Context: an optimization exercise on an open-source flow, tuned for small area and few clock cycles per item. The choices shown serve that exercise and are no tape-out recipe.
Only simulation tests tie the RTL to the original design; equivalence was not proved.

## event_countdown_calc_core
module event_countdown_calc_core (
  input  logic                   clk,
  input  logic                   rst_n,
  input  logic                   start,
  output logic                   busy,
  input  ecc_pkg::year_t         in_now_year,
  input  ecc_pkg::month_t        in_now_month,
  input  ecc_pkg::day_t          in_now_day,
  input  ecc_pkg::hour_t         in_now_hour,
  input  ecc_pkg::min_t          in_now_minute,
  input  ecc_pkg::sec_t          in_now_second,
  output logic                   out_valid,
  output ecc_pkg::days_t         out_days_left,
  output ecc_pkg::hour_t         out_hours_left,
  output ecc_pkg::min_t          out_minutes_left,
  output ecc_pkg::sec_t          out_seconds_left,
  output logic                   out_event_passed,
  input  logic                   cfg_valid,
  output logic                   cfg_ready,
  input  logic [ecc_pkg::CIDX_W-1:0] cfg_index,
  input  logic [ecc_pkg::CDAT_W-1:0] cfg_data
);
Size in the first run: about 700 cells after synthesis, about 98 I/O pins.
==> flow/config.mk <==
export PLATFORM = sky130hd
export DESIGN_NAME = event_countdown_calc_core
export DESIGN_NICKNAME = event_countdown_calc_core
export VERILOG_FILES = /design/flow/design.v
export SDC_FILE = /design/flow/constraint.sdc
export NUM_CORES = 4
export LEC_CHECK = 0
export ABC_AREA = 1
export CAP_MARGIN = 20
export CORE_MARGIN = 2
export CORE_UTILIZATION = 65
export CTS_BUF_LIST = sky130_fd_sc_hd__clkbuf_8
export SLEW_MARGIN = 20
export SYNTH_HIERARCHICAL = 1
export SYNTH_MINIMUM_KEEP_SIZE = 0
==> flow/constraint.sdc <==
create_clock -name core_clock -period 12.0 [get_ports {clk}]
set_input_delay 2.4000 -clock core_clock [delete_from_list [all_inputs] [get_ports {clk}]]
set_output_delay 2.4000 -clock core_clock [all_outputs]
set_load 0.01 [all_outputs]
standard.sh (not shown) runs the stock make flow with config.mk's settings and CLKGATE_MAP_FILE= SYNTH_SCRIPT=/design/flow/synth_recipe.tcl, a recipe that flattens the netlist after the stock synthesis.
==> flow/flow/run.sh <==
#!/bin/bash
# The standard layout with two changes:
#  1. after the standard synthesis, the combinational logic between the
#     standard synthesis's registers and full adder cells is re-mapped by ABC
#     with an area script (reopt.ys, reopt.abc); registers, full adder cells,
#     ports and their names are kept as they are. If the re-mapped netlist
#     looks wrong (too few logic cells) the standard netlist is used as is;
#  2. the port buffers are plain sky130_fd_sc_hd__buf_1 cells
#     (buffer_ports -buffer_cell) instead of the delay cells buffer_ports
#     picks by default. Every port still gets a buffer.
set -euo pipefail
HERE=$(pwd)
PORTS="BUFFER_PORTS_ARGS=-buffer_cell sky130_fd_sc_hd__buf_1"
RES=$HERE/orfs/results/$FLOW_PLATFORM/event_countdown_calc_core/base
YOSYS=$FLOW_HOME/../tools/install/yosys/bin/yosys
bash standard.sh "$PORTS" "$RES/1_2_yosys.v" > standard_synth.log 2>&1
cp "$RES/1_2_yosys.v" "$HERE/standard_1_2_yosys.v"
sed -e "s#@LIB@#$FLOW_HOME/platforms/sky130hd/lib/sky130_fd_sc_hd__tt_025C_1v80.lib#g" \
    -e "s#@IN@#$HERE/standard_1_2_yosys.v#g" -e "s#@OUT@#$HERE/reopt_1_2_yosys.v#g" \
    -e "s#@ABC@#$HERE/flow/reopt.abc#g" -e "s#@TOP@#$FLOW_TOP#g" flow/reopt.ys > reopt_run.ys
# count the logic cells other than registers and full adders
logic_cells() { grep -E '^ *sky130_fd_sc_hd__' "$1" | grep -vcE 'sky130_fd_sc_hd__(dfxtp|fa)_' || true; }
if "$YOSYS" -l reopt_yosys.log -q reopt_run.ys > reopt_stdout.log 2>&1; then
  std=$(logic_cells "$HERE/standard_1_2_yosys.v")
  new=$(logic_cells "$HERE/reopt_1_2_yosys.v")
  echo "logic cells: standard $std, re-mapped $new" > reopt_check.log
  if (( new * 2 >= std )); then
    cp "$HERE/reopt_1_2_yosys.v" "$RES/1_2_yosys.v"
  else
    echo "re-mapped netlist refused, standard netlist kept" >> reopt_check.log
  fi
else
  echo "re-mapping failed, standard netlist kept" > reopt_check.log
fi
touch "$RES/1_2_yosys.v" "$RES/1_2_yosys.sdc"
bash standard.sh "$PORTS" finish > standard_flow.log 2>&1
Other scripts of this flow, unchanged in this note and not shown: flow/flow/reopt.abc, flow/flow/reopt.ys
The baseline completed without violations.
Testbench counts at the start, summed over its fixed seeds: cycles 16,232, items 16,000.
Edit:
--- a/flow/design.v
+++ b/flow/design.v
@@ -86,18 +86,20 @@
   ecc_pkg::year_t  ev_year_n;
   ecc_pkg::month_t ev_month_n;
   ecc_pkg::day_t   ev_day_n;
   ecc_pkg::hour_t  ev_hour_n;
   ecc_pkg::min_t   ev_minute_n;
   logic [15:0]     dy;
   logic [11:0]     k;
   logic [4:0]      nv;
-  ecc_pkg::month_t ev_month;
-  logic            wr_r, wr2_r;
+  logic            wr_r;
+  ecc_pkg::year_t  ev_year_x;
+  ecc_pkg::month_t ev_month_x;
+  ecc_pkg::day_t   ev_day_x;
   logic [10:0]     pe_r;
   ecc_pkg::hour_t  t_hours;
   ecc_pkg::min_t   t_minutes;
   ecc_pkg::sec_t   t_seconds;
   logic [1:0]      t_carry2;
   logic            v_r;
   logic [15:0]     dy_r;
   logic [11:0]     k_r;
@@ -471,17 +473,17 @@
   logic o348_;
   logic k349_;
   logic o350_;
   logic k351_;
   logic o352_;
   logic k353_;
   logic o354_;
   logic bc355_;
-  assign busy      = wr_r || wr2_r;
+  assign busy      = cfg_valid || wr_r;
   assign cfg_ready = 1'b1;
   always_ff @(posedge clk) begin
     if (!rst_n) begin
       ev_year_n   <= ~ecc_pkg::RST_YEAR;
       ev_month_n  <= ~ecc_pkg::RST_MONTH;
       ev_day_n    <= ~ecc_pkg::RST_DAY;
       ev_hour_n   <= ~ecc_pkg::RST_HOUR;
       ev_minute_n <= ~ecc_pkg::RST_MINUTE;
@@ -491,16 +493,19 @@
         3'd1: ev_month_n  <= ~cfg_data[ecc_pkg::MONTH_W-1:0];
         3'd2: ev_day_n    <= ~cfg_data[ecc_pkg::DAY_W-1:0];
         3'd3: ev_hour_n   <= ~cfg_data[ecc_pkg::HOUR_W-1:0];
         3'd4: ev_minute_n <= ~cfg_data[ecc_pkg::MIN_W-1:0];
         default: ;
       endcase
     end
   end
+  assign ev_year_x  = (cfg_valid && cfg_index == 3'd0) ? ~cfg_data : ev_year_n;
+  assign ev_month_x = (cfg_valid && cfg_index == 3'd1) ? ~cfg_data[ecc_pkg::MONTH_W-1:0] : ev_month_n;
+  assign ev_day_x   = (cfg_valid && cfg_index == 3'd2) ? ~cfg_data[ecc_pkg::DAY_W-1:0] : ev_day_n;
   assign s_split = ecc_pkg::sec_split(in_now_second);
   assign bs = s_split[7:6];
   assign t_seconds = s_split[5:0];
   ecc_fa u_s1_ (.a(in_now_minute[0]), .b(ev_minute_n[0]), .c(bs[0]), .s(s1_), .co(c2_));
   ecc_fa u_s3_ (.a(in_now_minute[1]), .b(ev_minute_n[1]), .c(bs[1]), .s(s3_), .co(c4_));
   ecc_fa u_s5_ (.a(c4_), .b(in_now_minute[2]), .c(ev_minute_n[2]), .s(s5_), .co(c6_));
   ecc_fa u_s7_ (.a(c6_), .b(in_now_minute[3]), .c(ev_minute_n[3]), .s(s7_), .co(c8_));
   ecc_fa u_s9_ (.a(c8_), .b(in_now_minute[4]), .c(ev_minute_n[4]), .s(s9_), .co(c10_));
@@ -536,21 +541,21 @@
   assign th[1] = s35_;
   assign th[2] = s37_;
   assign th[3] = s39_;
   assign th[4] = s41_;
   assign th[5] = s43_;
   assign th[6] = c44_;
   assign t_carry2 = (th <= 7'd8) ? 2'd0 : (th <= 7'd32) ? 2'd1 : (th <= 7'd56) ? 2'd2 : 2'd3;
   assign t_hours = 5'(~th[4:0] + {t_carry2[1], !t_carry2[0], 3'b001});
-  assign ys = busy ? ~ev_year_n : in_now_year;
-  assign ms = busy ? ~ev_month_n : in_now_month;
-  assign ds = busy ? ~ev_day_n : in_now_day;
+  assign ys = busy ? ~ev_year_x : in_now_year;
+  assign ms = busy ? ~ev_month_x : in_now_month;
+  assign ds = busy ? ~ev_day_x : in_now_day;
   assign pe_g = busy ? 11'd0 : pe_r;
-  assign nv_g = wr2_r ? nv_r : 5'd0;
+  assign nv_g = wr_r ? nv_r : 5'd0;
   assign ne = (ys[1:0] != 2'd0) || (ms > 4'd2);
   assign cn = ecc_pkg::cum_days(ms);
   assign n45_ = ~ne;
   ecc_fa u_s46_ (.a(ys[3]), .b(ys[6]), .c(n45_), .s(s46_), .co(c47_));
   ecc_fa u_s48_ (.a(ys[2]), .b(ys[4]), .c(ys[7]), .s(s48_), .co(c49_));
   ecc_fa u_s50_ (.a(ys[3]), .b(ys[5]), .c(ys[8]), .s(s50_), .co(c51_));
   ecc_fa u_s52_ (.a(ys[4]), .b(ys[6]), .c(ys[9]), .s(s52_), .co(c53_));
   ecc_fa u_s54_ (.a(ys[5]), .b(ys[7]), .c(ys[10]), .s(s54_), .co(c55_));
@@ -808,29 +813,27 @@
   assign sat = x[21] && !x[20];
   assign out_days_left    = pas ? 20'd0 : sat ? 20'hFFFFF : ~x[19:0];
   assign out_hours_left   = pas ? 5'd0  : sat ? 5'd23     : hours_r;
   assign out_minutes_left = pas ? 6'd0  : sat ? 6'd59     : minutes_r;
   assign out_seconds_left = pas ? 6'd0  : sat ? 6'd59     : seconds_r;
   assign out_event_passed = pas;
   always_ff @(posedge clk) begin
     if (!rst_n) begin
-      v_r   <= 1'b0;
-      wr_r  <= 1'b0;
-      wr2_r <= 1'b0;
+      v_r  <= 1'b0;
+      wr_r <= 1'b0;
     end else begin
-      v_r   <= start && !busy;
-      wr_r  <= cfg_valid;
-      wr2_r <= wr_r;
+      v_r  <= start && !busy;
+      wr_r <= cfg_valid;
     end
   end
   always_ff @(posedge clk) begin
     if (!rst_n) begin
       pe_r <= ecc_pkg::RST_PE;
-    end else if (wr2_r) begin
+    end else if (wr_r) begin
       pe_r <= ~k[10:0];
     end
   end
   always_ff @(posedge clk) begin
     dy_r      <= dy;
     k_r       <= k;
     nv_r      <= nv;
     carry2_r  <= t_carry2;
The changed run ran to the end with no violations; sequential share of layout area came out lower by 0.39 points; sequential cell count came out lower by 1; final cell count does not change; design area came out higher by 0.46%; hold slack is about the same; worst setup slack gets worse by 0.19 ns; core utilization came out higher by 0.34 points; non-clock buffer count came out higher by 5; die area hardly moves; critical path depth came out lower by 2; routed wire length came out lower by 2.9%; global-route usage came out lower by 0.18 points; synthesized area is about the same.
Testbench counts after the change, summed over its fixed seeds: cycles 16,200, items 16,000.

-- re-timing with driven ports --
The results above use ideal ports. As a check the final layouts listed here were re-extracted and re-timed, cells and wires unchanged. Step 1 (the two cells are an assumption about what drives the block):
set clk [get_ports {clk}]
set_driving_cell -lib_cell sky130_fd_sc_hd__clkbuf_16 $clk
set_driving_cell -lib_cell sky130_fd_sc_hd__buf_2 [delete_from_list [all_inputs] $clk]
Step 2 also shifts input and output timing later by t, the mid clock arrival at the registers, as if the neighbouring blocks saw the same clock. a / b / c = no drivers / after step 1 / after step 2; a / b = the first two.
run | shift t [ns] | setup WS [ns] | hold slack, ns | clock arrival spread, ns | cell pins on the clock port's net
the first run | 0.403 | 1.307 / 1.273 / 1.677 | 0.466 / 0.466 / 0.466 | 0.012 / 0.013 | 1
the second run | 0.405 | 1.116 / 1.079 / 1.484 | 0.469 / 0.469 / 0.469 | 0.018 / 0.018 | 1
After both steps every run listed still meets setup and hold.
